This is an optimization exercise on Yosys and OpenROAD, whose aim is small area, not a production implementation. Only simulation tests tie the RTL to the original design; equivalence was not proved. Power is estimated from default activity; no workload was simulated. The clock port is modelled as an ideal driver; clocking choices that lean on that would not hold on a real chip.

==> flow/flow/run.sh <==
#!/bin/bash
# Own layout flow: the standard ORFS flow (standard.sh), with
#  - synthesis: synth_recipe.tcl unchanged except that the final abc mapping
#    uses an area-oriented script (flow/area.abc) instead of abc_speed.script;
#    registers, flattening and renaming are as in the standard synthesis;
#  - CTS without dummy loads;
#  - CTS, port buffer and repair settings from the variables below.
# Each tool's full output stays in orfs/logs/; make's output goes to make.log.
set -euo pipefail
W=$(pwd)
mkdir -p "$W/areasynth"
# synth.tcl with its abc call replaced by flow/abc_call.tcl
awk -v f="$W/flow/abc_call.tcl" '
  /^  log_cmd abc \{\*\}\$abc_args$/ { while ((getline l < f) > 0) print l; next }
  { print }' "$FLOW_HOME/scripts/synth.tcl" > "$W/areasynth/synth_core.tcl"
grep -q AREA_ABC_SCRIPT "$W/areasynth/synth_core.tcl"
sed "s|^source \$::env(SCRIPTS_DIR)/synth.tcl\$|source $W/areasynth/synth_core.tcl|" \
  "$W/synth_recipe.tcl" > "$W/areasynth/synth.tcl"
grep -q "areasynth/synth_core.tcl" "$W/areasynth/synth.tcl"
export AREA_ABC_SCRIPT="$W/flow/area.abc"

CTS="-sink_clustering_enable -repair_clock_nets -dont_use_dummy_load"
[[ -n "${MY_CTS_EXTRA:-}" ]] && CTS="$CTS $MY_CTS_EXTRA"
source "$W/flow/knobs.sh"

bash "$W/standard.sh" \
  SYNTH_SCRIPT="$W/areasynth/synth.tcl" \
  CTS_ARGS="$CTS $CTS_EXTRA" \
  "${EXTRA_VARS[@]}" \
  finish > "$W/make.log" 2>&1
==> flow/flow/abc_call.tcl <==
  # Area-oriented mapping: the same abc arguments without the speed script
  # and delay target, and this folder's area.abc script instead.
  set area_abc_args {}
  set skip 0
  foreach a $abc_args {
    if { $skip } { set skip 0; continue }
    if { $a eq "-script" || $a eq "-D" } { set skip 1; continue }
    lappend area_abc_args $a
  }
  log_cmd abc -script $::env(AREA_ABC_SCRIPT) {*}$area_abc_args
==> flow/flow/area.abc <==
strash; dc2; dch; amap; topo
==> flow/flow/knobs.sh <==
CTS_EXTRA="-sink_clustering_size 32 -sink_clustering_max_diameter 80"
EXTRA_VARS=(BUFFER_PORTS_ARGS="-buffer_cell sky130_fd_sc_hd__buf_1")
==> flow/standard.sh <==
#!/bin/bash
# synth_recipe.tcl (not shown) runs the flow's synth.tcl, then flattens the netlist and writes it again
# the make line also repeats each setting of config.mk as NAME=value (left out here)
make -C /OpenROAD-flow-scripts/flow DESIGN_CONFIG=/design/flow/config.mk WORK_HOME=/design/flow/orfs CLKGATE_MAP_FILE= SYNTH_SCRIPT=/design/flow/synth_recipe.tcl "${@:-finish}"
==> flow/config.mk <==
export PLATFORM = sky130hd
export DESIGN_NAME = apb_slave_mem
export DESIGN_NICKNAME = apb_slave_mem
export VERILOG_FILES = /design/flow/design.v
export SDC_FILE = /design/flow/constraint.sdc
export NUM_CORES = 4
export LEC_CHECK = 0
export CAP_MARGIN = 0
export CORE_MARGIN = 2
export CORE_UTILIZATION = 40
export GPL_TIMING_DRIVEN = 0
export SLEW_MARGIN = 0
==> flow/constraint.sdc <==
create_clock -name core_clock -period 5.0 [get_ports {pclk}]
set_input_delay 1.0000 -clock core_clock [delete_from_list [all_inputs] [get_ports {pclk}]]
set_output_delay 1.0000 -clock core_clock [all_outputs]
set_load 0.01 [all_outputs]
==> flow/design.v <==
`default_nettype none
package apb_pkg;
  localparam int WAIT_CNT_W = 4;
  typedef enum logic [1:0] {
    MST_IDLE   = 2'd0,
    MST_SETUP  = 2'd1,
    MST_ACCESS = 2'd2
  } apb_mst_state_t;
  typedef enum logic [0:0] {
    IDLE   = 1'b0,
    ACCESS = 1'b1
  } apb_slv_state_t;
endpackage
`default_nettype wire
`default_nettype none
module apb_mem_array #(
  parameter int DATA_WIDTH = 32,
  parameter int RINGS      = 12
) (
  input  logic                  clk,
  input  logic                  rst_n,
  input  logic                  we,
  input  logic [3:0]            wring,
  input  logic [1:0]            wslot,
  input  logic [DATA_WIDTH-1:0] wdata,    
  input  logic                  rvalid,
  input  logic [3:0]            rring,
  input  logic [1:0]            rslot,
  output logic [DATA_WIDTH-1:0] rdata
);
  localparam int W = DATA_WIDTH;
  logic [RINGS*W-1:0] p0, p1, p2, p3;
  logic [1:0]         u;           
  logic [1:0]         u_in;        
  logic [1:0]         clr_cnt;
  logic               clear;       
  logic               pend;
  logic [3:0]         pend_ring;
  logic [1:0]         pend_slot;
  logic [W-1:0]       wbuf;
  logic               now_ok;      
  logic               pend_go;     
  logic [RINGS-1:0]   ins;
  logic [W-1:0]       ins_data;
  assign u_in     = u - 2'd1;
  assign clear    = !rst_n || (clr_cnt != 2'd0);
  assign now_ok   = (wslot == u_in);
  assign pend_go  = pend && (pend_slot == u_in);
  assign ins_data = clear ? '0 : wbuf;
  always_comb begin
    for (int r = 0; r < RINGS; r++) begin
      ins[r] = clear ||
               (we   && now_ok && (wring == 4'(r))) ||
               (pend_go && (pend_ring == 4'(r)));
    end
  end
  always_ff @(posedge clk) begin
    for (int r = 0; r < RINGS; r++) begin
      p0[r*W +: W] <= ins[r] ? ins_data : p3[r*W +: W];
    end
    p1 <= p0;
    p2 <= p1;
    p3 <= p2;
  end
  always_ff @(posedge clk) begin
    if (!rst_n) begin
      u       <= 2'd0;
      clr_cnt <= 2'd3;
      pend    <= 1'b0;
    end else begin
      u <= u_in;
      if (clr_cnt != 2'd0) clr_cnt <= clr_cnt - 2'd1;
      if (we && !now_ok) begin
        pend      <= 1'b1;
        pend_ring <= wring;
        pend_slot <= wslot;
      end else if (pend_go) begin
        pend <= 1'b0;
      end
    end
  end
  always_ff @(posedge clk) begin
    if (!pend || pend_go) wbuf <= wdata;
  end
  logic [W-1:0] tap;
  logic [W-1:0] rcap;
  logic [W-1:0] rout;
  logic         rd_hit;
  always_comb begin
    tap = '0;
    for (int r = 0; r < RINGS; r++) begin
      if (rring == 4'(r)) tap = tap | p0[r*W +: W];
    end
  end
  assign rd_hit = (rslot == u);
  assign rout = ({W{rvalid &&  rd_hit}} & tap) |
                ({W{rvalid && !rd_hit}} & rcap);
  always_ff @(posedge clk) begin
    rcap <= rout;
  end
  assign rdata = rout;
endmodule
`default_nettype wire
`default_nettype none
module apb_slave_mem #(
  parameter int ADDR_WIDTH  = 16,
  parameter int DATA_WIDTH  = 32,
  parameter int MEM_DEPTH   = 64,
  parameter int RO_BASE     = 48,
  parameter int WAIT_STATES = 2
) (
  input  logic                  pclk,
  input  logic                  preset_n,
  input  logic                  psel,
  input  logic                  penable,
  input  logic                  pwrite,
  input  logic [ADDR_WIDTH-1:0] paddr,
  input  logic [DATA_WIDTH-1:0] pwdata,
  output logic [DATA_WIDTH-1:0] prdata,
  output logic                  pready,
  output logic                  pslverr
);
  logic [1:0] cnt;
  logic       setup;
  logic       in_rw;      
  logic       in_mem;     
  logic       addr_err;
  assign setup    = psel && !penable;
  assign in_mem   = ({1'b0, paddr} < (ADDR_WIDTH+1)'(MEM_DEPTH));
  assign in_rw    = ({1'b0, paddr} < (ADDR_WIDTH+1)'(RO_BASE));
  assign addr_err = pwrite ? !in_rw : !in_mem;
  assign pready  = preset_n && psel && penable && (cnt == 2'(WAIT_STATES + 1));
  assign pslverr = addr_err;
  always_ff @(posedge pclk) begin
    if (!preset_n || !psel) begin
      cnt <= 2'd0;
    end else if (!penable) begin
      cnt <= 2'd1;
    end else if (cnt == 2'(WAIT_STATES + 1)) begin
      cnt <= 2'd0;
    end else if (cnt != 2'd0) begin
      cnt <= cnt + 2'd1;
    end
  end
  apb_mem_array #(
    .DATA_WIDTH (DATA_WIDTH),
    .RINGS      (RO_BASE / 4)
  ) u_mem (
    .clk    (pclk),
    .rst_n  (preset_n),
    .we     (pready && pwrite && in_rw),
    .wring  (paddr[5:2]),
    .wslot  (paddr[1:0]),
    .wdata  (pwdata),
    .rvalid (in_rw),
    .rring  (paddr[5:2]),
    .rslot  (paddr[1:0]),
    .rdata  (prdata)
  );
endmodule
`default_nettype wire
==> impl_metrics.env, run 1 <==
export IMPL_status="complete, no violations"
export IMPL_max_stage_delay_ps=500
export IMPL_h_tree_depth=2
export IMPL_p_total_mw=21.0
export IMPL_root_buffer="clkbuf_16"
export IMPL_synth_simple_area_share_pct=2.11
export IMPL_finalSetupViolCount=0
export IMPL_drt_pass1_iter_count=6
export IMPL_overflow=0
export IMPL_finalCritPeriodShare_pct=97.1
export IMPL_grt_pass1_wl_mm=147
export IMPL_leakage_nw=16.8
export IMPL_core_area_um2=96600
export IMPL_clkTransAtPathRegs_ps=110
export IMPL_drt_iter0_markers=2093
export IMPL_synth_nets=2510
export IMPL_viasPerCell=5.22
export IMPL_critPathCaptureType="output pin"
export IMPL_syn_inst=2454
export IMPL_clock_path_buffers=3
export IMPL_hold_class="reg -> reg"
export IMPL_arrival_ps=3860
export IMPL_gr_usage_met3_pct=2.90
export IMPL_multi_input_area_um2=6410
export IMPL_drv_slew=0
export IMPL_synthToLayoutAreaGrowth_pct=14.0
export IMPL_powerDensity_nw_per_um2=472
export IMPL_synth_ff_latch_count=1613
export IMPL_n_antenna_cell=0
export IMPL_yosysWarnings=2
export IMPL_hold_viol=0
export IMPL_cp_start_kind="input port"
export IMPL_avgSynthCellArea_um2=15.9
export IMPL_num_vias=20736
export IMPL_placed_cells=3905
export IMPL_rsz0062_at_grt="false"
export IMPL_fin_cells=3975
export IMPL_top_usage_layer="met2"
export IMPL_dpl_hpwl_mm=63.7
export IMPL_irDropWorstVdd_v=0.000258
export IMPL_seq_area_um2=32700
export IMPL_pin_count=87
export IMPL_grt_util_all_layers_pct=20.0
export IMPL_synthXorXnorAreaFrac_pct=0
export IMPL_critical_path_required_ps=4000
export IMPL_crit_buf_inv=4
export IMPL_cts_sinks=1613
export IMPL_synth_mux_area_share_pct=0
export IMPL_cts_tree="done"
export IMPL_worst_path_max_delay_cell="clkdlybuf4s15_2"
export IMPL_antenna_found_initial=0
export IMPL_clkLatencyLatePin_ps=660
export IMPL_met2_usage_pct=32.0
export IMPL_synth_compound_area_share_pct=13.2
export IMPL_route_detailed_drc=0
export IMPL_initial_core_util_pct=40.3
export IMPL_relSlewSlack_pct=8.95
export IMPL_io_buffers=86
export IMPL_grt_max_degree=33
export IMPL_syn_area_um2=39000
export IMPL_synthAdderAreaFrac_pct=0.0963
export IMPL_dieArea_um2=99900
export IMPL_fmax_mhz=206
export IMPL_yosys_cell_types_count=31
export IMPL_cts_buffers=58
export IMPL_grt_pass1_vias=21897
export IMPL_tightest_slew_ps=1360
export IMPL_wl_per_cell_um=25.2
export IMPL_critical_path_class="in -> out"
export IMPL_drt_wl_total_mm=100
export IMPL_die_h_um=316
export IMPL_cap_violations=0
export IMPL_fin_skew_ps=49.2
export IMPL_min_period_ps=4860
export IMPL_gp_congestion=0.769
export IMPL_crit_chain="clkdlybuf4s15_2, clkinv_1, nor4_4, clkinv_1, o2111ai_1, o21ai_0, o21ai_0, buf_1"
export IMPL_hold_buffers=0
export IMPL_ant_nets=0
export IMPL_grt_met1_usage_pct=28.1
export IMPL_fin_nets=2757
export IMPL_seq_area_frac_synth_pct=83.9
export IMPL_cp_top_family="buffers and inverters"
export IMPL_layout_drive_gt1_share_pct=7.67
export IMPL_crit_fanout=10
export IMPL_num_rows=114
export IMPL_nFillCells=8200
export IMPL_die_w_um=316
export IMPL_synth_top_family_by_area="compound AO/OA/AOI/OAI gates"
[layer usage]
| layer | up-vias | share of wire [%] |
|---|---|---|
| met2 | 664 | 46 |
| met5 | - | 0 |
| met1 | 10567 | 46 |
| met3 | 175 | 5.8 |
| met4 | 0 | 3.1 |
| li1 | 9330 | - |
[sequential cells by signal (all words and copies together), names as in the netlist]
signal	cells
u_mem.clr_cnt	2
u_mem.u	2
u_mem.p3	384
u_mem.pend_slot	2
u_mem.pend	1
cnt	2
u_mem.p0	384
u_mem.p2	384
u_mem.wbuf	32
u_mem.pend_ring	4
u_mem.rcap	32
u_mem.p1	384
[layout by cell type (no fill, tap or decap), drive strengths merged, types with 17 or more instances in the layout]
master	netlist	routed
clkinv	79	79
buf	0	184
a222oi	66	66
o21ai	27	27
nor2b	43	43
nand4	17	17
clkbuf	0	58
a22oi	39	39
a221oi	19	19
nand3	17	17
edfxtp	38	38
dfxtp	1575	1575
o22a	384	384
nand2	46	46
o22ai	19	19
[path summary, 6_finish.rpt]
path,from,end,slack [ps],cells past startpoint
worst max-delay path,paddr[4],prdata[25],140,8
worst min-delay path,u_mem.p2[197],u_mem.p3[197],290,0
worst max register to register,u_mem.u[0],u_mem.p0[374],640,8
worst min register to register,u_mem.p2[197],u_mem.p3[197],290,0
[report_power, final]
part	leakage, nW	switching, mW	internal [mW]
sequential	13.2	0.385	14.0
combinational	2.87	0.514	0.392
clock	0.715	3.55	2.09
total	16.8	4.45	16.5
[stage by stage]
| stage | util, % | area, um2 | hold slack [ps] | worst slack (ps) | TNS [ps] |
|---|---|---|---|---|---|
| 2_1_floorplan | - | 39200 | 310 | -372 | -41990 |
| 3_3_place_gp | 42.6 | 41100 | 311 | -10840 | -3368670 |
| 3_5_place_dp | 44.3 | 42800 | 312 | -1000 | -242370 |
| 4_1_cts | 46.0 | 44400 | 297 | 66.7 | 0 |
| 5_1_grt | 46.0 | 44400 | 294 | 16.8 | 0 |
| 6_report | 46.0 | 44400 | 292 | 144 | 0 |
[kinds of logic (layout without fill, tap and decap cells)]
kind of cell | Yosys count | after routing
AND/OR/NAND/NOR | 158 | 158
buffers and inverters | 79 | 324
AO/OA/AOI/OAI | 601 | 601
flip-flops | 1613 | 1613
adder cells (fa/ha/maj) | 3 | 3
[synth_stat cells]
master,instances,area [um2]
a2111oi_0,5,43.8
a211oi_1,1,7.51
a21boi_0,3,22.5
a21oi_1,2,10.0
a221oi_1,19,166
a222oi_1,66,661
a22o_1,16,140
a22oi_1,39,293
and2_0,1,6.26
and4_1,2,17.5
clkinv_1,79,297
dfxtp_1,1575,31500
edfxtp_1,38,1140
ha_1,3,37.5
nand2_1,46,173
nand2b_1,1,6.26
nand3_1,17,85.1
nand3b_1,1,7.51
nand4_1,17,106
nor2_1,13,48.8
nor2b_1,43,269
nor3_1,2,10.0
nor4_1,14,87.6
o2111ai_1,2,17.5
o21a_1,1,7.51
o21ai_0,27,135
o21bai_1,2,15.0
o221ai_1,15,131
o22a_1,384,3360
o22ai_1,19,119
or2_0,1,6.26
[repair_timing]
item                       CTS  global route
pin swaps                    8             1
setup endpoints to repair  135             3
gates resized for setup     12             0
setup buffers               11             1
[cell type report]
class / count / share of cell area (%)
Sequential cell: 1613 / 73.6
Multi-Input combinational cell: 762 / 14.4
Timing Repair Buffer: 187 / 4.39
Tap cell: 1276 / 3.60
Clock buffer: 58 / 3.27
Inverter: 79 / 0.721
==> run 2, diff against run 1 <==
--- a/flow/config.mk
+++ b/flow/config.mk
@@ -8,5 +8,4 @@
 export CAP_MARGIN = 0
 export CORE_MARGIN = 2
 export CORE_UTILIZATION = 40
-export GPL_TIMING_DRIVEN = 0
 export SLEW_MARGIN = 0
==> run 2 against run 1 <==
  * Still clean on timing, DRC and antenna
  * Global-route usage fell by 0.41 points
  * Synthesized area did not move
  * Synthesized cell count did not move
  * Clock power rose by 1%
  * Die area did not move
  * Via count fell by 0.87%
  * Cell area fell by 2.2%
  * Sequential cell count did not move
  * Non-clock buffer count fell by 27
  * Critical path depth rose by 2
  * Count of clock-buffer cells in the layout rose by 1
  * Clock skew rose by 25 ps
  * Critical endpoint unchanged
  * Highest routed layer unchanged
==> impl_metrics.env, run 2 <==
export IMPL_clock_path_buffers=3
export IMPL_yosysWarnings=2
export IMPL_synth_top_area_cell="dfxtp_1"
export IMPL_placed_cells=3890
export IMPL_arrival_ps=3590
export IMPL_dieArea_um2=99900
export IMPL_critical_path_class="in -> out"
export IMPL_dp_slack_ps=401
export IMPL_pin_count=87
export IMPL_layout_common_cells="dfxtp_1 (1575), o22a_1 (384), buf_1 (86)"
export IMPL_n_antenna_cell=0
export IMPL_rsz0062_at_grt="false"
export IMPL_tightest_slew_ps=1370
export IMPL_setup_slack_ps=406
export IMPL_num_rows=114
export IMPL_yosysTopAreaCellShare_pct=80.9
export IMPL_grt_util_all_layers_pct=19.6
export IMPL_fmax_mhz=218
export IMPL_relSlewSlack_pct=8.76
export IMPL_num_vias=20556
export IMPL_fin_skew_ps=74.5
export IMPL_ant_nets=0
export IMPL_clkTransAtPathRegs_ps=110
export IMPL_leakage_nw=16.3
export IMPL_gp_congestion=0.761
export IMPL_synthAdderAreaFrac_pct=0.0963
export IMPL_seq_area_um2=32700
export IMPL_synth_nets=2510
export IMPL_crit_fanout=30
export IMPL_route_detailed_drc=0
export IMPL_r2r_slack_ps=1520
export IMPL_synth_simple_area_share_pct=2.11
export IMPL_ys_async_sr_fraction_pct=0
export IMPL_final_common_cell="dfxtp_1"
export IMPL_fin_nets=2731
export IMPL_die_h_um=316
export IMPL_synthToLayoutAreaGrowth_pct=11.5
export IMPL_hold_worst_slack_ps=263
export IMPL_core_area_um2=96600
export IMPL_cap_violations=0
export IMPL_viasPerCell=5.21
export IMPL_synth_ff_latch_count=1613
export IMPL_multi_input_area_um2=6400
export IMPL_antenna_found_initial=3
export IMPL_overflow=0
export IMPL_critical_path_required_ps=4000
export IMPL_h_tree_depth=2
export IMPL_grt_pass1_wl_mm=144
export IMPL_post_cts_buffers=0
export IMPL_nFillCells=8351
export IMPL_cts_repair_resized=0
export IMPL_grt_max_degree=34
export IMPL_wl_per_cell_um=25.1
export IMPL_clkLatencyLatePin_ps=680
export IMPL_powerDensity_nw_per_um2=481
export IMPL_irDropWorstVdd_v=0.000289
export IMPL_hold_viol=0
export IMPL_hold_buffers=0
export IMPL_synth_flop_cell="dfxtp_1"
export IMPL_min_period_ps=4590
export IMPL_synth_compound_area_share_pct=13.2
export IMPL_initial_core_util_pct=40.3
export IMPL_finalSetupViolCount=0
export IMPL_synthXorXnorAreaFrac_pct=0
export IMPL_yosys_top_cells_area="dfxtp_1 (81%), o22a_1 (8.6%), edfxtp_1 (2.9%)"
export IMPL_syn_area_um2=39000
export IMPL_cts_buffers=59
export IMPL_layout_drive_gt1_share_pct=6.51
export IMPL_cp_start_kind="input port"
export IMPL_yosys_cell_types_count=31
export IMPL_seq_area_frac_synth_pct=83.9
export IMPL_drt_pass1_iter_count=6
export IMPL_avgSynthCellArea_um2=15.9
export IMPL_hold_class="reg -> reg"
export IMPL_drv_slew=0
export IMPL_status="complete, no violations"
export IMPL_drt_iter0_markers=1953
export IMPL_cts_sinks=1613
export IMPL_io_buffers=86
export IMPL_syn_inst=2454
export IMPL_p_total_mw=20.9
export IMPL_critPathCaptureType="output pin"
export IMPL_cts_tree="done"
export IMPL_synth_mux_area_share_pct=0
export IMPL_finalCritPeriodShare_pct=91.9
export IMPL_synth_most_common_cell="dfxtp_1"
export IMPL_dpl_hpwl_mm=51.9
export IMPL_root_buffer="clkbuf_16"
export IMPL_die_w_um=316
export IMPL_synth_top_family_by_area="compound AO/OA/AOI/OAI gates"
export IMPL_synth_common_cells="dfxtp_1 (1575), o22a_1 (384), clkinv_1 (79)"
export IMPL_drt_wl_total_mm=99.0
export IMPL_synth_edf_count=38
export IMPL_grt_pass1_vias=21172
export IMPL_fin_cells=3949
[run 2: cell types whose count changed in the layout (fill, tap and decap cells not counted), sizes merged]
| cell | previous run | this run |
|---|---|---|
| buf | 184 | 160 |
| clkbuf | 58 | 59 |
| clkdlybuf4s15 | 2 | 0 |
| clkdlybuf4s18 | 1 | 0 |
| clkinv | 79 | 66 |
| inv | 0 | 13 |
[run 2: cell families after synthesis]
| kind of cell | Yosys count |
|---|---|
| AOI/OAI and AO/OA | 601 |
| buffers and inverters | 79 |
| DFF | 1613 |
| adders and majority gates | 3 |
| and+or+nand+nor | 158 |
[run 2: final timing paths]
path                 from            end  cells past startpoint
min          u_mem.p2[79]   u_mem.p3[79]                      0
max reg2reg    u_mem.u[1]  u_mem.p0[263]                      9
max              paddr[2]     prdata[25]                     10
min reg2reg  u_mem.p2[79]   u_mem.p3[79]                      0
[run 2: critical path, cell delays in order]
cell	delay, ps
buf_1	140
clkinv_1	390
nor4_4	420
buf_12	320
clkinv_1	110
buf_4	180
o2111ai_1	450
o21ai_0	160
o21ai_0	140
buf_1	250
[run 2: routing by layer]
metal | wire, um | share of wire [%] | GRT usage (%) | up-vias
met5 | 0 | 0 | 0 | -
met4 | 2570 | 2.6 | 5.21 | 0
met2 | 44800 | 45 | 31.2 | 643
li1 | - | - | - | 9269
met1 | 45200 | 46 | 27.5 | 10506
met3 | 6410 | 6.5 | 3.53 | 138
[run 2: power breakdown]
part           internal, mW  switching (mW)
sequential             14.0           0.384
combinational         0.321           0.486
clock                  2.12            3.57
total                  16.5            4.44
[run 2: cell type report]
class                      count  share of cell area [%]
timing repair buffer         160                    2.28
multi-input combinational    762                    14.7
tap                         1276                    3.68
inverter                      79                   0.683
sequential                  1613                    75.2
clock buffer                  59                    3.40
[run 2: stage by stage]
step                      utilization [%]  instance area [um2]  setup TNS, ps
final                                45.0                43400              0
after global routing                 45.0                43400              0
after CTS                            45.0                43400              0
after detailed placement             43.5                42000              0
after global placement               43.5                42000              0
after floorplan                         -                39200         -41990
==> run 3, diff against run 2 <==
==> flow/flow/knobs.sh (replaced) <==
CTS_EXTRA="-sink_clustering_size 32 -sink_clustering_max_diameter 80"
EXTRA_VARS=(BUFFER_PORTS_ARGS="-buffer_cell sky130_fd_sc_hd__buf_1" RECOVER_POWER=100 REMOVE_ABC_BUFFERS=1)
==> run 3 against run 2 <==
  * Critical path depth fell by 1
  * Sequential cell count did not move
  * Sequential power barely moved
  * Combinational power fell by 2.6%
  * Synthesized cell count did not move
  * Now fails the layout checks on max-capacitance violations, max-slew violations
  * Utilization fell by 0.30 points
  * Count of clock-buffer cells in the layout fell by 1
  * Synthesized area did not move
==> impl_metrics.env, run 3 <==
export IMPL_antenna_found_initial=4
export IMPL_core_area_um2=96600
export IMPL_hold_class="reg -> reg"
export IMPL_relSlewSlack_pct=-46.5
export IMPL_hold_viol=0
export IMPL_cts_sinks=1613
export IMPL_yosys_cell_types_count=31
export IMPL_avgSynthCellArea_um2=15.9
export IMPL_cts_buffers=58
export IMPL_multi_input_area_um2=6200
export IMPL_place_area_um2=41800
export IMPL_layout_drive_gt1_share_pct=5.51
export IMPL_fmax_mhz=208
export IMPL_tightest_slew_ps=2190
export IMPL_wl_met3_mm=6.18
export IMPL_crit_fanout=32
export IMPL_num_vias=20484
export IMPL_synth_ff_latch_count=1613
export IMPL_yosysWarnings=2
export IMPL_num_rows=114
export IMPL_clkTransAtPathRegs_ps=110
export IMPL_status="complete, but fails checks"
export IMPL_critPathCaptureType="flip-flop"
export IMPL_ant_nets=0
export IMPL_yosysTopAreaCellShare_pct=80.9
export IMPL_fin_tns_setup_ps=0
export IMPL_drt_iter0_markers=2069
export IMPL_critical_path_class="in -> reg"
export IMPL_critical_path_required_ps=5610
export IMPL_r2r_start="u_mem.u[0]"
export IMPL_fin_nets=2727
export IMPL_dr_wl_met2_mm=44.9
export IMPL_cts_repair_resized=1
export IMPL_drv_slew=214
export IMPL_syn_area_um2=39000
export IMPL_overflow=0
export IMPL_grt_util_all_layers_pct=19.6
export IMPL_clock_path_buffers=3
export IMPL_finalCritPeriodShare_pct=95.9
export IMPL_post_cts_buffers=0
export IMPL_m1WireLength_mm=45.5
export IMPL_clkLatencyLatePin_ps=670
export IMPL_r2r_slack_ps=670
export IMPL_initial_core_util_pct=40.3
export IMPL_finalSetupViolCount=0
export IMPL_powerDensity_nw_per_um2=483
export IMPL_synth_most_common_cell="dfxtp_1"
export IMPL_grt_max_degree=33
export IMPL_root_buffer="clkbuf_16"
export IMPL_cp_start_kind="input port"
export IMPL_irDropWorstVdd_v=0.000262
export IMPL_final_core_util_pct=44.7
export IMPL_wl_per_cell_um=25.0
export IMPL_dieArea_um2=99900
export IMPL_hold_buffers=0
export IMPL_synth_flop_cell="dfxtp_1"
export IMPL_arrival_ps=5410
export IMPL_grt_pass1_wl_mm=145
export IMPL_seq_area_frac_synth_pct=83.9
export IMPL_viasPerCell=5.19
export IMPL_synthToLayoutAreaGrowth_pct=10.7
export IMPL_leakage_nw=16.3
export IMPL_final_cell_area_um2=43100
export IMPL_critPathLaunch="paddr[5]"
export IMPL_fin_skew_ps=57.7
export IMPL_violations="max-capacitance violations, max-slew violations"
export IMPL_drt_pass1_iter_count=6
export IMPL_route_detailed_drc=0
export IMPL_syn_inst=2454
export IMPL_ys_async_sr_fraction_pct=0
export IMPL_die_h_um=316
export IMPL_final_common_cell="dfxtp_1"
export IMPL_rsz0062_at_grt="false"
export IMPL_crit_end="u_mem.p0[319]"
export IMPL_pin_count=87
export IMPL_yosys_top_cells_area="dfxtp_1 (81%), o22a_1 (8.6%), edfxtp_1 (2.9%)"
export IMPL_synth_top_area_cell="dfxtp_1"
export IMPL_drt_wl_total_mm=98.9
export IMPL_cap_violations=7
export IMPL_r2r_end="u_mem.p0[308]"
export IMPL_reg2reg_depth=8
export IMPL_dpl_hpwl_mm=53.6
export IMPL_cts_tree="done"
export IMPL_hold_worst_slack_ps=272
export IMPL_min_period_ps=4800
export IMPL_gp_congestion=0.775
export IMPL_layout_common_cells="dfxtp_1 (1575), o22a_1 (384), buf_1 (85)"
export IMPL_h_tree_depth=2
export IMPL_synth_common_cells="dfxtp_1 (1575), o22a_1 (384), clkinv_1 (79)"
export IMPL_nFillCells=8424
export IMPL_top_layer="met5"
export IMPL_grt_pass1_vias=21290
export IMPL_io_buffers=86
export IMPL_synth_edf_count=38
export IMPL_seq_area_um2=32700
export IMPL_die_w_um=316
## run 3: cell counts after synthesis
Identical to the previous run, type by type.
## run 3: cells by family (layout without fill, tap and decap cells)
logic type | after synthesis | after routing | synth area share [%]
and+or+nand+nor | 158 | 158 | 2.11
buffers and inverters | 79 | 294 | 0.761
DFF | 1613 | 1613 | 83.9
other | 0 | 2 | 0
AOI/OAI and AO/OA | 601 | 601 | 13.2
adders and majority gates | 3 | 3 | 0.0964
## run 3: how the worst min path moves through the flow
| stage | slack, ps | to | start | depth (start not counted) |
|---|---|---|---|---|
| floorplan | 310 | u_mem.p2[0] | u_mem.p1[0] | 0 |
| global placement | 310 | u_mem.p2[6] | u_mem.p1[6] | 0 |
| detailed placement | 310 | u_mem.p2[141] | u_mem.p1[141] | 0 |
| CTS | 270 | u_mem.p3[301] | u_mem.p2[301] | 0 |
| global route | 280 | u_mem.p3[365] | u_mem.p2[365] | 0 |
| finish | 270 | u_mem.p3[301] | u_mem.p2[301] | 0 |
## run 3: worst max-delay path, cell delays in order
cell	delay (ps)
buf_1	120
clkinv_1	230
o21bai_1	740
nand3b_1	270
or2_0	580
clkbuf_1	380
o221ai_4	160
inv_1	1570
o22a_1	350
## run 3: final cells by class
class                           instances  share of cell area, %
Antenna cell                            2                 0.0116
Timing Repair Buffer                  157                   2.15
Sequential cell                      1613                   75.7
Clock buffer                           58                   3.36
Tap cell                             1276                   3.70
Inverter                               79                  0.690
Multi-Input combinational cell        762                   14.4
## run 3: layer usage
layer  vias up  global-route usage, %
li1       9273                      -
met1     10423                   27.5
met2       641                   31.5
met3       141                   3.58
met4         6                   4.77
met5         -                      0
## run 3: stage by stage
step                      setup WS, ps  std cells  power, mW
after global routing               167       3945       21.5
after CTS                          314       3945       20.9
after detailed placement         -59.9       3887       15.5
after floorplan                  -1960       2454       15.0
after global placement           -69.5       3886       15.4
final                              204       3947       20.9
## run 3: where the power goes
part           switching (mW)  total [mW]  leakage, nW  internal [mW]
Clock                    3.58        5.67        0.715           2.09
Sequential              0.386        14.4         13.2           14.0
Combinational           0.470       0.787         2.36          0.316
==> run 4, diff against run 3 <==
==> flow/flow/knobs.sh (replaced) <==
CTS_EXTRA="-sink_clustering_size 10 -sink_clustering_max_diameter 40 -buf_list sky130_fd_sc_hd__clkbuf_4"
EXTRA_VARS=(BUFFER_PORTS_ARGS="-buffer_cell sky130_fd_sc_hd__buf_1")
==> run 4 against run 3 <==
  * The run now finishes clean
  * Clock power fell by 3%
  * Count of clock-buffer cells in the layout rose by 130
  * Utilization rose by 0.28 points
  * Synthesized area did not move
==> impl_metrics.env, run 4 <==
export IMPL_critPathCaptureType="output pin"
export IMPL_dpl_hpwl_mm=51.9
export IMPL_rsz0062_at_grt="false"
export IMPL_yosys_top_cells_area="dfxtp_1 (81%), o22a_1 (8.6%), edfxtp_1 (2.9%)"
export IMPL_yosysWarnings=2
export IMPL_arrival_ps=3540
export IMPL_drv_slew=0
export IMPL_cts_tree="done"
export IMPL_die_h_um=316
export IMPL_cts_repair_resized=0
export IMPL_drt_iter0_markers=1834
export IMPL_yosys_cell_types_count=31
export IMPL_cp_start_kind="input port"
export IMPL_grt_util_all_layers_pct=20.3
export IMPL_status="complete, no violations"
export IMPL_route_detailed_drc=0
export IMPL_syn_inst=2454
export IMPL_powerDensity_nw_per_um2=477
export IMPL_cts_buffers=188
export IMPL_clock_path_buffers=3
export IMPL_viasPerCell=5.21
export IMPL_leakage_nw=16.5
export IMPL_synth_edf_count=38
export IMPL_m1WireLength_mm=45.6
export IMPL_cap_violations=0
export IMPL_ys_async_sr_fraction_pct=0
export IMPL_synthToLayoutAreaGrowth_pct=11.4
export IMPL_min_period_ps=4540
export IMPL_nFillCells=8436
export IMPL_cts_sinks=1613
export IMPL_dieArea_um2=99900
export IMPL_worstHoldEndpoint="u_mem.wbuf[31]"
export IMPL_synth_nets=2510
export IMPL_ant_nets=0
export IMPL_layout_drive_gt1_share_pct=10.8
export IMPL_fin_nets=2864
export IMPL_p_total_mw=20.7
export IMPL_tightest_slew_ps=1360
export IMPL_avgSynthCellArea_um2=15.9
export IMPL_clkTransAtPathRegs_ps=110
export IMPL_gp_congestion=0.761
export IMPL_yosysTopAreaCellShare_pct=80.9
export IMPL_dp_slack_ps=401
export IMPL_critical_path_required_ps=4000
export IMPL_setup_slack_ps=460
export IMPL_grt_max_degree=34
export IMPL_clkLatencyLatePin_ps=1060
export IMPL_root_buffer="clkbuf_4"
export IMPL_dr_wl_met2_mm=45.7
export IMPL_drt_wl_total_mm=101
export IMPL_finalCritPeriodShare_pct=90.8
export IMPL_critical_path_class="in -> out"
export IMPL_overflow=0
export IMPL_worstHoldStart="pwdata[31]"
export IMPL_seq_area_frac_synth_pct=83.9
export IMPL_crit_fanout=30
export IMPL_r2r_end="u_mem.p0[259]"
export IMPL_r2r_slack_ps=1470
export IMPL_antenna_found_initial=4
export IMPL_reg2reg_depth=8
export IMPL_fin_skew_ps=96.1
export IMPL_multi_input_area_um2=6400
export IMPL_finalSetupViolCount=0
export IMPL_initial_core_util_pct=40.3
export IMPL_fin_tns_setup_ps=0
export IMPL_grt_pass1_wl_mm=148
export IMPL_irDropWorstVdd_v=0.000187
export IMPL_synth_flop_cell="dfxtp_1"
export IMPL_synth_ff_latch_count=1613
export IMPL_hold_class="in -> reg"
export IMPL_core_area_um2=96600
export IMPL_fmax_mhz=220
export IMPL_num_vias=21287
export IMPL_layout_common_cells="dfxtp_1 (1575), o22a_1 (384), clkbuf_4 (188)"
export IMPL_seq_area_um2=32700
export IMPL_hold_viol=0
export IMPL_synth_common_cells="dfxtp_1 (1575), o22a_1 (384), clkinv_1 (79)"
export IMPL_syn_area_um2=39000
export IMPL_wl_per_cell_um=24.7
export IMPL_drt_pass1_iter_count=6
export IMPL_final_common_cell="dfxtp_1"
export IMPL_die_w_um=316
export IMPL_synth_most_common_cell="dfxtp_1"
export IMPL_top_layer="met4"
export IMPL_r2r_start="u_mem.u[0]"
export IMPL_synth_top_area_cell="dfxtp_1"
export IMPL_num_rows=114
export IMPL_pin_count=87
export IMPL_io_buffers=86
export IMPL_wl_met3_mm=7.12
export IMPL_h_tree_depth=4
export IMPL_grt_pass1_vias=22500
export IMPL_relSlewSlack_pct=9.34
export IMPL_whs_path_depth=1
==> run 4: cell counts after synthesis <==
No cell type changed its count.
==> run 4: worst max path at each step <==
stage,slack [ps],cells after the start,to,start
finish,460,10,prdata[25],paddr[2]
detailed placement,400,9,u_mem.p0[287],paddr[5]
floorplan,-370,6,u_mem.p0[224],paddr[3]
global placement,410,10,prdata[25],paddr[2]
global route,230,7,prdata[2],u_mem.u[1]
CTS,350,7,prdata[14],u_mem.u[1]
==> run 4: critical path: stages <==
cell	delay (ps)
buf_1	140
clkinv_1	390
nor4_4	420
buf_12	330
clkinv_1	110
buf_4	180
o2111ai_1	430
o21ai_0	160
o21ai_0	130
buf_1	230
==> run 4: cells by family (layout without fill, tap and decap cells) <==
| kind of cell | count (synthesis) | after routing | synth area share, % |
|---|---|---|---|
| AO/OA/AOI/OAI | 601 | 601 | 13.2 |
| adder cells (fa/ha/maj) | 3 | 3 | 0.0964 |
| buffers and inverters | 79 | 431 | 0.761 |
| flip-flops | 1613 | 1613 | 83.9 |
| other | 0 | 2 | 0 |
| AND/OR/NAND/NOR | 158 | 158 | 2.11 |
==> run 4: area by class of cell <==
| cell class | count | share of cell area (%) |
|---|---|---|
| clock buffer | 188 | 3.25 |
| inverter | 79 | 0.683 |
| timing repair buffer | 164 | 2.37 |
| antenna | 2 | 0.0115 |
| tap | 1276 | 3.68 |
| sequential | 1613 | 75.3 |
| multi-input combinational | 762 | 14.8 |
==> run 4: where the power goes <==
group | leakage (nW) | total (mW) | switching [mW] | internal [mW]
sequential | 13.2 | 14.4 | 0.385 | 14.0
clock | 0.865 | 5.50 | 3.77 | 1.73
combinational | 2.45 | 0.811 | 0.487 | 0.323
total | 16.5 | 20.7 | 4.65 | 16.1
==> run 4: through the flow <==
stage	area, um2	std cells	utilization (%)	hold slack, ps
finish	43400	4084	45.0	132
global route	43400	4083	45.0	49.9
CTS	43400	4082	45.0	3.97
detailed placement	42000	3890	43.5	312
global placement	42000	3890	43.5	310
floorplan	39200	2454	-	310
==> run 4: routing by layer <==
layer / global-route usage, % / up-vias
li1: - / 9595
met1: 27.8 / 10651
met2: 31.6 / 863
met3: 4.40 / 178
met4: 7.38 / 0
met5: 0 / -
==> run 4: timing repair <==
action | CTS | global route
setup endpoints to repair | 0 | 0
endpoints found under the hold margin | 4 | 0
hold buffers | 4 | 0
setup buffers | 0 | 0
==> run 5, diff against run 4 <==
==> flow/flow/knobs.sh (replaced) <==
CTS_EXTRA="-sink_clustering_size 20 -sink_clustering_max_diameter 45 -buf_list sky130_fd_sc_hd__clkbuf_8"
EXTRA_VARS=(BUFFER_PORTS_ARGS="-buffer_cell sky130_fd_sc_hd__buf_1")
==> run 5 against run 4 <==
  * Combinational power is 0.5% lower
  * Clock power is 5.3% higher
  * Sequential cell count is the same
  * Die area is the same
  * Count of clock-buffer cells in the layout shrank 70
  * Critical path type unchanged
  * Critical endpoint unchanged
  * Non-clock buffer count shrank 4
  * Wire length is 0.92% lower
==> impl_metrics.env, run 5 <==
export IMPL_num_vias=20790
export IMPL_irDropWorstVdd_v=0.000226
export IMPL_critPathCaptureType="output pin"
export IMPL_crit_chain="buf_1, clkinv_1, nor4_4, buf_12, clkinv_1, buf_4, o2111ai_1, o21ai_0, o21ai_0, buf_1"
export IMPL_core_area_um2=96600
export IMPL_die_w_um=316
export IMPL_h_tree_depth=3
export IMPL_setup_slack_ps=408
export IMPL_drt_wl_total_mm=100
export IMPL_relSlewSlack_pct=7.86
export IMPL_rsz0062_at_grt="false"
export IMPL_num_rows=114
export IMPL_finalCritPeriodShare_pct=91.8
export IMPL_synth_most_common_cell="dfxtp_1"
export IMPL_critical_path_required_ps=4000
export IMPL_pin_count=87
export IMPL_arrival_ps=3590
export IMPL_max_stage_delay_ps=450
export IMPL_die_h_um=316
export IMPL_hold_viol=0
export IMPL_fmax_mhz=218
export IMPL_synth_nets=2510
export IMPL_seq_area_frac_synth_pct=83.9
export IMPL_avgSynthCellArea_um2=15.9
export IMPL_cts_repair_resized=0
export IMPL_drv_slew=0
export IMPL_hold_buffers=0
export IMPL_critPathLaunch="paddr[2]"
export IMPL_ys_async_sr_fraction_pct=0
export IMPL_worstHoldStart="u_mem.p2[300]"
export IMPL_syn_area_um2=39000
export IMPL_viasPerCell=5.19
export IMPL_hold_class="reg -> reg"
export IMPL_clkTransAtPathRegs_ps=100
export IMPL_clkLatencyLatePin_ps=780
export IMPL_grt_util_all_layers_pct=19.9
export IMPL_synth_common_cells="dfxtp_1 (1575), o22a_1 (384), clkinv_1 (79)"
export IMPL_fin_tns_setup_ps=0
export IMPL_synthToLayoutAreaGrowth_pct=11.9
export IMPL_grt_pass1_vias=21775
export IMPL_yosysWarnings=2
export IMPL_yosys_top_cells_area="dfxtp_1 (81%), o22a_1 (8.6%), edfxtp_1 (2.9%)"
export IMPL_synth_edf_count=38
export IMPL_post_cts_buffers=0
export IMPL_overflow=0
export IMPL_leakage_nw=16.5
export IMPL_worst_path_max_delay_cell="o2111ai_1"
export IMPL_drt_iter0_markers=1877
export IMPL_initial_core_util_pct=40.3
export IMPL_dpl_hpwl_mm=51.9
export IMPL_critical_path_class="in -> out"
export IMPL_final_common_cell="dfxtp_1"
export IMPL_route_detailed_drc=0
export IMPL_powerDensity_nw_per_um2=482
export IMPL_gp_congestion=0.761
export IMPL_grt_pass1_wl_mm=146
export IMPL_layout_drive_gt1_share_pct=8.53
export IMPL_syn_inst=2454
export IMPL_clock_path_buffers=3
export IMPL_finalSetupViolCount=0
export IMPL_fin_nets=2790
export IMPL_min_period_ps=4590
export IMPL_p_total_mw=21.0
export IMPL_root_buffer="clkbuf_8"
export IMPL_yosys_cell_types_count=31
export IMPL_dieArea_um2=99900
export IMPL_yosysTopAreaCellShare_pct=80.9
export IMPL_cp_start_kind="input port"
export IMPL_cts_buffers=118
export IMPL_r2r_start="u_mem.u[1]"
export IMPL_cts_sinks=1613
export IMPL_grt_max_degree=34
export IMPL_fin_skew_ps=106
export IMPL_synth_ff_latch_count=1613
export IMPL_tightest_slew_ps=1380
export IMPL_antenna_found_initial=4
export IMPL_cap_violations=0
export IMPL_drt_pass1_iter_count=8
export IMPL_io_buffers=86
export IMPL_wl_per_cell_um=25.0
export IMPL_ant_nets=0
export IMPL_synth_flop_cell="dfxtp_1"
export IMPL_cts_tree="done"
export IMPL_layout_common_cells="dfxtp_1 (1575), o22a_1 (384), clkbuf_8 (118)"
export IMPL_status="complete, no violations"
export IMPL_crit_fanout=30
export IMPL_synth_top_area_cell="dfxtp_1"
export IMPL_dp_slack_ps=401
[run 5: kinds of logic after synthesis]
group	synth area share [%]
adders and majority gates	0.0964
and+or+nand+nor	2.11
buffers and inverters	0.761
AOI/OAI and AO/OA	13.2
DFF	83.9
[run 5: path summary, 6_finish.rpt]
check | slack, ps | cells past startpoint | end
worst max-delay path | 410 | 10 | prdata[25]
worst min-delay path | 260 | 0 | u_mem.p3[300]
worst max register to register | 1450 | 9 | u_mem.p0[287]
worst min register to register | 260 | 0 | u_mem.p3[300]
[run 5: routing by layer]
metal	vias to the layer above	GRT usage, %	routed length [um]	part of all wire (%)
met5	-	0	0	0
met3	147	3.48	6800	6.8
met4	0	6.48	2670	2.7
li1	9393	-	-	-
met2	719	31.4	44900	45
met1	10531	27.9	45700	46
[run 5: metrics by stage]
stage               util (%)  cell area, um2  hold slack (ps)  std cells
floorplan                  -           39200              310       2454
global placement        43.5           42000              310       3890
detailed placement      43.5           42000              312       3890
CTS                     45.1           43600              255       4008
global route            45.1           43600              253       4009
finish                  45.1           43600              258       4009
[run 5: worst max-delay path, delay by kind of cell]
kind / cells / cell delay (ps)
AOI/OAI and AO/OA: 3 / 740
buffers and inverters: 6 / 1380
and+or+nand+nor: 1 / 420
[run 5: power by group]
group          internal [mW]  switching [mW]  leakage, nW
registers               14.0           0.385         13.2
clock network           2.10            3.69        0.848
logic                  0.321           0.486         2.43
total                   16.4            4.56         16.5
[run 5: cell type report]
type | instances | area, um2
Fill cell | 8347 | 53000
Sequential cell | 1613 | 32700
Multi-Input combinational cell | 762 | 6400
Clock buffer | 118 | 1620
Tap cell | 1276 | 1600
Timing Repair Buffer | 160 | 991
Inverter | 79 | 297
Antenna cell | 1 | 2.50
==> run 6, diff against run 5 <==
==> flow/flow/area.abc (replaced) <==
strash; dch; amap; topo
==> flow/flow/knobs.sh (replaced) <==
CTS_EXTRA="-sink_clustering_size 20 -sink_clustering_max_diameter 60 -buf_list sky130_fd_sc_hd__clkbuf_8"
EXTRA_VARS=(BUFFER_PORTS_ARGS="-buffer_cell sky130_fd_sc_hd__buf_1")
==> run 6 against run 5 <==
  * Synthesized cell count rose by 16%
  * Critical path depth rose by 1
  * Total power fell by 2.9%
  * Sequential share of layout area rose by 0.39 points
  * Sequential power barely moved
  * Highest routed layer unchanged
  * Count of clock-buffer cells in the layout fell by 19
  * Die area barely moved
  * Worst setup slack got worse by 160 ps
  * Clock power fell by 7.3%
==> impl_metrics.env, run 6 <==
export IMPL_clkLatencyLatePin_ps=770
export IMPL_power_share_sequential_pct=70.5
export IMPL_synth_common_cells="dfxtp_1 (1575), nor2_1 (391), a21oi_1 (388)"
export IMPL_nFillCells=8693
export IMPL_synth_nets=2910
export IMPL_swShare_pct=21.4
export IMPL_hold_class="reg -> reg"
export IMPL_route_detailed_drc=0
export IMPL_wl_per_cell_um=18.4
export IMPL_avgSynthCellArea_um2=13.6
export IMPL_fin_nets=3174
export IMPL_grt_pass1_wl_mm=123
export IMPL_cts_tree="done"
export IMPL_grt_max_degree=65
export IMPL_rsz0062_at_grt="false"
export IMPL_syn_inst=2854
export IMPL_drt_wl_total_mm=80.7
export IMPL_setup_slack_ps=252
export IMPL_synthToLayoutAreaGrowth_pct=11.3
export IMPL_overflow=0
export IMPL_worst_path_max_delay_cell="buf_1"
export IMPL_leakage_nw=17.7
export IMPL_finalSetupViolCount=0
export IMPL_num_vias=20340
export IMPL_synth_most_common_cell="dfxtp_1"
export IMPL_dp_slack_ps=113
export IMPL_layout_drive_gt1_share_pct=6.55
export IMPL_relSlewSlack_pct=33.8
export IMPL_synth_ff_latch_count=1613
export IMPL_synth_edf_count=38
export IMPL_fin_tns_setup_ps=0
export IMPL_io_buffers=86
export IMPL_ys_async_sr_fraction_pct=0
export IMPL_seq_area_frac_synth_pct=83.9
export IMPL_critical_path_class="in -> out"
export IMPL_drt_iter0_markers=1471
export IMPL_final_common_cell="dfxtp_1"
export IMPL_critPathCaptureType="output pin"
export IMPL_root_buffer="clkbuf_8"
export IMPL_fmax_mhz=211
export IMPL_die_w_um=316
export IMPL_min_period_ps=4750
export IMPL_viasPerCell=4.63
export IMPL_cp_start_kind="input port"
export IMPL_grt_util_all_layers_pct=16.2
export IMPL_antenna_found_initial=2
export IMPL_initial_core_util_pct=40.3
export IMPL_yosys_top_cells_area="dfxtp_1 (81%), a21oi_1 (5.0%), nor2_1 (3.8%)"
export IMPL_dpl_hpwl_mm=47.8
export IMPL_gp_congestion=0.729
export IMPL_core_area_um2=96600
export IMPL_pin_count=87
export IMPL_yosysTopAreaCellShare_pct=80.9
export IMPL_syn_area_um2=39000
export IMPL_p_sw_mw=4.36
export IMPL_num_rows=114
export IMPL_irDropWorstVdd_v=0.000314
export IMPL_cts_sinks=1613
export IMPL_clkTransAtPathRegs_ps=110
export IMPL_yosys_cell_types_count=26
export IMPL_die_h_um=316
export IMPL_cts_buffers=99
export IMPL_grt_pass1_vias=20117
export IMPL_max_stage_delay_ps=410
export IMPL_clkPwrFrac_pct=26.4
export IMPL_fin_skew_ps=94.1
export IMPL_status="complete, no violations"
export IMPL_h_tree_depth=3
export IMPL_arrival_ps=3750
export IMPL_drv_slew=0
export IMPL_comb_power_share_pct=3.2
export IMPL_synth_top_area_cell="dfxtp_1"
export IMPL_critical_path_required_ps=4000
export IMPL_ant_nets=0
export IMPL_crit_chain="buf_1, clkinvlp_4, nand4_1, inv_2, buf_4, a22o_1, a221oi_1, nand3_1, o21ai_0, o21ai_0, buf_1"
export IMPL_dieArea_um2=99900
export IMPL_tightest_slew_ps=990
export IMPL_yosysWarnings=2
export IMPL_clock_path_buffers=3
export IMPL_synth_flop_cell="dfxtp_1"
export IMPL_hold_viol=0
export IMPL_powerDensity_nw_per_um2=470
export IMPL_drt_pass1_iter_count=5
export IMPL_cap_violations=0
export IMPL_finalCritPeriodShare_pct=95.0
export IMPL_layout_common_cells="dfxtp_1 (1575), nor2_1 (389), a21oi_1 (388)"
export IMPL_crit_fanout=9
export IMPL_p_int_mw=16.0
==> run 6: changes by cell type in the layout (fill, tap and decap cells not counted), sizes merged, moves of 11 or more <==
cell    previous run  this run
a222oi            66        49
a221o              0        27
clkbuf           118       100
a22oi             39        28
inv               13         2
o21ai             27        42
o22a             384         0
nor2              13       391
nand2             46        99
nor2b             43        11
a21oi              2       388
==> run 6: area by class of cell <==
class,instances,area [um2],share of cell area (%)
Sequential cell,1613,32700,75.3
Multi-Input combinational cell,1171,6370,14.7
Tap cell,1276,1600,3.68
Clock buffer,99,1360,3.14
Timing Repair Buffer,163,1090,2.51
Inverter,70,268,0.618
Antenna cell,2,5.00,0.0115
==> run 6: power by group through the flow <==
stage / logic, mW / registers [mW] / clock network [mW]
floorplan: 0.406 / 14.5 / 0
global placement: 0.640 / 14.6 / 0
detailed placement: 0.647 / 14.7 / 0
CTS: 0.653 / 14.4 / 5.58
global route: 0.723 / 14.5 / 6.04
finish: 0.647 / 14.4 / 5.37
==> run 6: worst paths after layout <==
kind,start,to,slack (ps),cells after the start
setup / recovery,paddr[3],prdata[17],250,11
setup reg to reg,u_mem.u[0],u_mem.p0[42],2110,9
hold / removal,u_mem.p2[24],u_mem.p3[24],260,0
hold reg to reg,u_mem.p2[24],u_mem.p3[24],260,0
==> run 6: per-stage QoR <==
| step | hold slack [ps] | area, um2 | instances | power [mW] | utilization, % |
|---|---|---|---|---|---|
| 2_1_floorplan | 310 | 39100 | 2854 | 14.9 | - |
| 3_3_place_gp | 310 | 42000 | 4291 | 15.3 | 43.5 |
| 3_5_place_dp | 312 | 42000 | 4291 | 15.3 | 43.5 |
| 4_1_cts | 259 | 43300 | 4390 | 20.6 | 44.9 |
| 5_1_grt | 255 | 43400 | 4393 | 21.2 | 44.9 |
| 6_report | 261 | 43400 | 4394 | 20.4 | 44.9 |
==> run 6: cells by family after synthesis <==
group	after synthesis	share of synthesized area (%)
DFF	1613	83.9
AOI/OAI and AO/OA	611	9.63
adders and majority gates	3	0.0964
buffers and inverters	70	0.675
and+or+nand+nor	557	5.73
==> run 6: worst max-delay path, delay by kind of cell <==
| kind | cells | cell delay [ps] |
|---|---|---|
| buf+inv | 5 | 1310 |
| compound gates | 4 | 1050 |
| simple gates | 2 | 360 |
==> run 6: repair_timing <==
action / in CTS / in global routing
resized for setup: 0 / 2
endpoints found under the setup margin: 0 / 11
setup buffers: 0 / 2
hold endpoints to repair: 0 / 0
hold buffers: 0 / 0
==> run 6: metal layers <==
metal | track usage (%) | vias to the layer above | wire length (um)
met5 | 0 | - | 0
met4 | 5.06 | 0 | 1940
met3 | 2.53 | 118 | 3430
met2 | 24.8 | 368 | 34800
met1 | 23.8 | 9702 | 40400
li1 | - | 10152 | -
==> run 7, diff against run 6 <==
==> flow/flow/area.abc (replaced) <==
strash; dc2; dch; amap; topo
==> run 7 against run 6 <==
  * Final cell count fell by 9.3%
  * Sequential cell count did not move
  * Die area barely moved
  * Cell area shrank 0.21%
  * Critical path depth down 1
  * Non-clock buffer count fell by 3
  * Count of clock-buffer cells in the layout fell by 4
  * Total power increased by 0.79%
  * Clock skew down 17 ps
  * Sequential share of layout area rose by 0.16 points
  * Global-route usage rose by 3.6 points
  * Synthesized area about the same
==> impl_metrics.env, run 7 <==
export IMPL_syn_area_um2=39000
export IMPL_synth_most_common_cell="dfxtp_1"
export IMPL_hold_buffers=0
export IMPL_cts_buffers=95
export IMPL_synth_edf_count=38
export IMPL_leakage_nw=16.3
export IMPL_grt_pass1_wl_mm=146
export IMPL_synth_top_area_cell="dfxtp_1"
export IMPL_arrival_ps=3570
export IMPL_rsz0062_at_grt="false"
export IMPL_num_rows=114
export IMPL_viasPerCell=5.18
export IMPL_tightest_slew_ps=1370
export IMPL_crit_fanout=30
export IMPL_synth_simple_area_share_pct=2.11
export IMPL_ys_async_sr_fraction_pct=0
export IMPL_overflow=0
export IMPL_io_buffers=86
export IMPL_initial_core_util_pct=40.3
export IMPL_cap_violations=0
export IMPL_critical_path_required_ps=4000
export IMPL_layout_drive_gt1_share_pct=7.75
export IMPL_seq_area_um2=32700
export IMPL_core_area_um2=96600
export IMPL_post_cts_buffers=0
export IMPL_final_cell_area_um2=43300
export IMPL_h_tree_depth=3
export IMPL_place_area_um2=42000
export IMPL_num_vias=20638
export IMPL_finalCritPeriodShare_pct=91.4
export IMPL_synth_ff_latch_count=1613
export IMPL_fmax_mhz=219
export IMPL_dr_wl_met2_mm=45.1
export IMPL_critPathCaptureType="output pin"
export IMPL_powerDensity_nw_per_um2=475
export IMPL_yosys_top_cells_area="dfxtp_1 (81%), o22a_1 (8.6%), edfxtp_1 (2.9%)"
export IMPL_synth_compound_area_share_pct=13.2
export IMPL_worst_path_max_delay_cell="nor4_4"
export IMPL_relSlewSlack_pct=8.78
export IMPL_drv_slew=0
export IMPL_grt_util_all_layers_pct=19.9
export IMPL_synth_mux_area_share_pct=0
export IMPL_m1WireLength_mm=46.5
export IMPL_cts_repair_resized=0
export IMPL_cts_tree="done"
export IMPL_synthToLayoutAreaGrowth_pct=11.1
export IMPL_cts_sinks=1613
export IMPL_synth_flop_cell="dfxtp_1"
export IMPL_top_layer="met4"
export IMPL_wl_per_cell_um=25.0
export IMPL_hold_class="reg -> reg"
export IMPL_crit_chain="buf_1, clkinv_1, nor4_4, buf_12, clkinv_1, buf_4, o2111ai_1, o21ai_0, o21ai_0, buf_1"
export IMPL_yosysWarnings=2
export IMPL_syn_inst=2454
export IMPL_wl_met3_mm=5.60
export IMPL_min_period_ps=4570
export IMPL_route_detailed_drc=0
export IMPL_max_stage_delay_ps=430
export IMPL_placed_cells=3890
export IMPL_cp_top_family="buffers and inverters"
export IMPL_clkTransAtPathRegs_ps=110
export IMPL_clkLatencyLatePin_ps=760
export IMPL_grt_max_degree=34
export IMPL_pin_count=87
export IMPL_drt_wl_total_mm=99.8
export IMPL_seq_area_frac_synth_pct=83.9
export IMPL_ant_nets=0
export IMPL_synth_top_family_by_area="compound AO/OA/AOI/OAI gates"
export IMPL_yosys_cell_types_count=31
export IMPL_status="complete, no violations"
export IMPL_grt_pass1_vias=21614
export IMPL_nFillCells=8365
export IMPL_synth_common_cells="dfxtp_1 (1575), o22a_1 (384), clkinv_1 (79)"
export IMPL_fin_nets=2767
export IMPL_fin_cells=3986
export IMPL_synthAdderAreaFrac_pct=0.0963
export IMPL_hold_viol=0
export IMPL_avgSynthCellArea_um2=15.9
export IMPL_layout_common_cells="dfxtp_1 (1575), o22a_1 (384), clkbuf_8 (95)"
export IMPL_fin_tns_setup_ps=0
export IMPL_dieArea_um2=99900
export IMPL_critical_path_class="in -> out"
export IMPL_finalSetupViolCount=0
export IMPL_synthXorXnorAreaFrac_pct=0
export IMPL_yosysTopAreaCellShare_pct=80.9
export IMPL_final_common_cell="dfxtp_1"
export IMPL_root_buffer="clkbuf_8"
export IMPL_irDropWorstVdd_v=0.000231
export IMPL_gp_congestion=0.761
export IMPL_clock_path_buffers=3
export IMPL_drt_iter0_markers=1858
export IMPL_multi_input_area_um2=6400
export IMPL_drt_pass1_iter_count=5
export IMPL_cp_start_kind="input port"
export IMPL_fin_skew_ps=77.0
export IMPL_die_h_um=316
export IMPL_crit_buf_inv=6
export IMPL_die_w_um=316
export IMPL_antenna_found_initial=4
export IMPL_synth_nets=2510
export IMPL_dpl_hpwl_mm=51.9
## run 7: cell types whose count changed after synthesis, moves of 5 or more
cell,previous run,this run
a222oi_1,49,66
clkinv_1,70,79
a2111oi_0,0,5
o22ai_1,10,19
a22oi_1,28,39
nor2_1,391,13
a211oi_1,6,1
or3_1,6,0
o22a_1,0,384
nand2_1,99,46
o21ai_0,42,27
a221o_1,27,0
nor2b_1,11,43
a21oi_1,388,2
## run 7: metal layers
metal / up-vias / track usage, %
met3: 147 / 2.91
met5: - / 0
met1: 10538 / 28.0
met2: 626 / 31.6
li1: 9327 / -
met4: 0 / 6.17
## run 7: logic make-up after synthesis
family | count (synthesis)
buffers and inverters | 79
and+or+nand+nor | 158
adders and majority gates | 3
DFF | 1613
AOI/OAI and AO/OA | 601
## run 7: final timing paths
check | from | to | slack (ps) | cells past startpoint
setup / recovery | paddr[2] | prdata[25] | 430 | 10
hold / removal | u_mem.p2[79] | u_mem.p3[79] | 270 | 0
setup reg to reg | u_mem.u[1] | u_mem.p0[287] | 1490 | 9
hold reg to reg | u_mem.p2[79] | u_mem.p3[79] | 270 | 0
## run 7: power breakdown
group          total [mW]  internal (mW)  switching, mW  leakage (nW)
registers            14.4           14.0          0.385          13.2
logic               0.809          0.321          0.488          2.43
clock network        5.33           1.72           3.62         0.683
## run 7: through the flow
step	hold slack [ps]	power, mW	setup slack [ps]	util (%)
global route	270	21.3	246	44.8
detailed placement	312	15.5	401	43.5
global placement	310	15.4	414	43.5
finish	274	20.5	431	44.8
CTS	279	20.7	449	44.8
floorplan	310	15.0	-372	-
## run 7: layout make-up
class / count / area share (%)
diodes: 1 / 0.00578
clock buffers: 95 / 3.02
inverters: 79 / 0.685
multi-input cells: 762 / 14.8
flip-flops and latches: 1613 / 75.5
well taps: 1276 / 3.69
repair buffers: 160 / 2.29
==> run 8, diff against run 7 <==
--- a/flow/config.mk
+++ b/flow/config.mk
@@ -7,5 +7,5 @@
 export LEC_CHECK = 0
 export CAP_MARGIN = 0
 export CORE_MARGIN = 2
-export CORE_UTILIZATION = 40
+export CORE_UTILIZATION = 50
 export SLEW_MARGIN = 0
==> run 8 against run 7 <==
  * Fmax is 2.3% higher
  * Global-route usage increased by 4.4 points
  * Via count down 0.21%
  * Critical path depth rose by 1
  * Non-clock buffer count increased by 4
  * First-iteration DRC count up 12%
  * Highest routed layer unchanged
==> impl_metrics.env, run 8 <==
export IMPL_status="complete, no violations"
export IMPL_fin_nets=2772
export IMPL_dpl_hpwl_mm=52.0
export IMPL_core_area_um2=77300
export IMPL_arrival_ps=3470
export IMPL_finalSetupViolCount=0
export IMPL_drv_slew=0
export IMPL_min_period_ps=4470
export IMPL_drt_iter0_markers=2074
export IMPL_gp_congestion=0.781
export IMPL_powerDensity_nw_per_um2=477
export IMPL_clkLatencyLatePin_ps=740
export IMPL_root_buffer="clkbuf_8"
export IMPL_num_rows=102
export IMPL_critPathCaptureType="output pin"
export IMPL_grt_util_all_layers_pct=24.3
export IMPL_cts_tree="done"
export IMPL_post_cts_buffers=0
export IMPL_syn_inst=2454
export IMPL_placed_cells=3658
export IMPL_critical_path_required_ps=4000
export IMPL_cap_violations=0
export IMPL_drt_wl_total_mm=98.8
export IMPL_cts_buffers=96
export IMPL_antenna_found_initial=1
export IMPL_grt_pass1_wl_mm=143
export IMPL_io_buffers=86
export IMPL_synth_flop_cell="dfxtp_1"
export IMPL_drt_pass1_iter_count=8
export IMPL_overflow=0
export IMPL_synth_ff_latch_count=1613
export IMPL_whs_path_depth=0
export IMPL_multi_input_area_um2=6400
export IMPL_die_w_um=283
export IMPL_route_detailed_drc=0
export IMPL_synth_nets=2510
export IMPL_fin_cells=3756
export IMPL_fin_skew_ps=82.9
export IMPL_nFillCells=6227
export IMPL_critical_path_class="in -> out"
export IMPL_pin_count=87
export IMPL_reg2reg_depth=8
export IMPL_ys_async_sr_fraction_pct=0
export IMPL_layout_common_cells="dfxtp_1 (1575), o22a_1 (384), clkbuf_8 (96)"
export IMPL_finalCritPeriodShare_pct=89.3
export IMPL_wl_per_cell_um=26.3
export IMPL_seq_area_um2=32700
export IMPL_rsz0062_at_grt="false"
export IMPL_dieArea_um2=80200
export IMPL_layout_drive_gt1_share_pct=7.92
export IMPL_tightest_slew_ps=1420
export IMPL_syn_area_um2=39000
export IMPL_yosysTopAreaCellShare_pct=80.9
export IMPL_synth_edf_count=38
export IMPL_seq_area_frac_synth_pct=83.9
export IMPL_num_vias=20594
export IMPL_crit_fanout=16
export IMPL_yosys_top_cells_area="dfxtp_1 (81%), o22a_1 (8.6%), edfxtp_1 (2.9%)"
export IMPL_irDropWorstVdd_v=0.000210
export IMPL_cts_sinks=1613
export IMPL_yosysWarnings=2
export IMPL_synth_most_common_cell="dfxtp_1"
export IMPL_hold_viol=0
export IMPL_clkTransAtPathRegs_ps=110
export IMPL_die_h_um=283
export IMPL_cp_start_kind="input port"
export IMPL_yosys_cell_types_count=31
export IMPL_synth_common_cells="dfxtp_1 (1575), o22a_1 (384), clkinv_1 (79)"
export IMPL_grt_max_degree=34
export IMPL_hold_buffers=0
export IMPL_ant_nets=0
export IMPL_initial_core_util_pct=50.4
export IMPL_relSlewSlack_pct=5.41
export IMPL_fmax_mhz=224
export IMPL_place_area_um2=41700
export IMPL_viasPerCell=5.48
export IMPL_final_cell_area_um2=43100
export IMPL_synth_top_area_cell="dfxtp_1"
export IMPL_leakage_nw=16.3
export IMPL_final_common_cell="dfxtp_1"
export IMPL_cts_repair_resized=0
export IMPL_synthToLayoutAreaGrowth_pct=10.5
export IMPL_hold_class="reg -> reg"
export IMPL_avgSynthCellArea_um2=15.9
export IMPL_grt_pass1_vias=21193
export IMPL_h_tree_depth=3
export IMPL_clock_path_buffers=3
==> run 8: cell count changes in the layout (fill, tap and decap cells not counted) <==
cell	before	now
clkbuf_8	95	96
diode_2	1	2
buf_12	9	12
buf_4	65	66
==> run 8: cells by family (layout without fill, tap and decap cells) <==
logic type	Yosys count	count (layout)	share of synthesized area (%)
adder cells (fa/ha/maj)	3	3	0.0964
AND/OR/NAND/NOR	158	158	2.11
buffers and inverters	79	339	0.761
other	0	2	0
flip-flops	1613	1613	83.9
AO/OA/AOI/OAI	601	601	13.2
==> run 8: final timing paths <==
path | startpoint | to | slack [ps]
setup / recovery | paddr[5] | prdata[31] | 530
hold / removal | u_mem.p1[344] | u_mem.p2[344] | 270
setup reg to reg | u_mem.u[0] | u_mem.p0[54] | 1440
hold reg to reg | u_mem.p1[344] | u_mem.p2[344] | 270
==> run 8: report_power, final <==
part / switching [mW] / total [mW] / internal (mW)
logic: 0.485 / 0.810 / 0.324
registers: 0.387 / 14.4 / 14.0
clock network: 3.60 / 5.34 / 1.73
==> run 8: worst max-delay path: stages <==
cell and delay, ps:
buf_1 120, buf_4 280, nor4_4 90, buf_12 180, buf_4 220, a22o_1 250
a221oi_1 210, nand3_1 180, a221oi_1 550, o22ai_1 180, buf_1 170
==> run 8: routing by layer <==
| layer | GRT usage (%) | vias up | wire length [um] |
|---|---|---|---|
| met5 | 0 | - | 0 |
| met4 | 7.25 | 0 | 2360 |
| met3 | 5.05 | 145 | 6880 |
| met2 | 37.8 | 708 | 44100 |
| met1 | 34.3 | 10397 | 45400 |
| li1 | - | 9344 | - |
==> run 8: stage by stage <==
| stage | setup TNS (ps) | total power, mW | hold WS [ps] | setup slack [ps] | util, % |
|---|---|---|---|---|---|
| 6_report | 0 | 20.6 | 274 | 533 | 55.7 |
| 3_5_place_dp | 0 | 15.5 | 312 | 465 | 54.0 |
| 2_1_floorplan | -41990 | 15.0 | 310 | -372 | - |
| 5_1_grt | 0 | 21.3 | 256 | 321 | 55.7 |
| 4_1_cts | 0 | 20.7 | 276 | 453 | 55.7 |
| 3_3_place_gp | 0 | 15.4 | 310 | 438 | 54.0 |
==> run 8: final cells by class <==
type                       count  share of cell area [%]
clock buffer                  96                    3.07
inverter                      79                   0.689
antenna                        2                  0.0116
sequential                  1613                    75.9
timing repair buffer         164                    2.46
multi-input combinational    762                    14.9
tap                         1040                    3.02

port drivers added, routing unchanged:
The flow's constraints put no driver on any port. The routed layouts listed below were extracted and timed again, unchanged, in two steps.
Step 1 sets driving cells, clkbuf_16 on the clock port and buf_2 on the other inputs (assumed; they add their load-dependent delay and slew).
Step 2, shift: input delay + t, output delay - t, t = (earliest + latest rising clock arrival at the registers) / 2. This alone moves slack from input paths to output paths.
a / b / c = ideal / step 1 / step 2; a / b = the first two.
run	shift t [ns]	setup WS [ns]	latest minus earliest clock arrival (ns)	slew at the worst register clock pin (ns)	worst slew at a driven data input, ns
run 1	0.704	0.144 / 0.101 / -0.440	0.054 / 0.053	0.12 / 0.12	0.05
run 2	0.711	0.406 / 0.368 / 0.368	0.075 / 0.075	0.12 / 0.12	0.05
run 3	0.707	0.204 / 0.152 / -0.555	0.060 / 0.060	0.12 / 0.12	0.12
run 4	1.078	0.460 / 0.400 / 0.405	0.100 / 0.100	0.11 / 0.11	0.05
run 5	0.797	0.408 / 0.370 / 0.370	0.111 / 0.110	0.12 / 0.12	0.05
run 6	0.784	0.252 / 0.226 / 0.226	0.095 / 0.095	0.12 / 0.12	0.07
run 7	0.778	0.431 / 0.393 / 0.393	0.092 / 0.092	0.12 / 0.12	0.05
run 8	0.766	0.533 / 0.509 / 0.480	0.083 / 0.084	0.12 / 0.12	0.04
For run 3, which loses most, drivers alone change the setup slack by -0.052 ns; drivers and shift together by -0.759 ns.
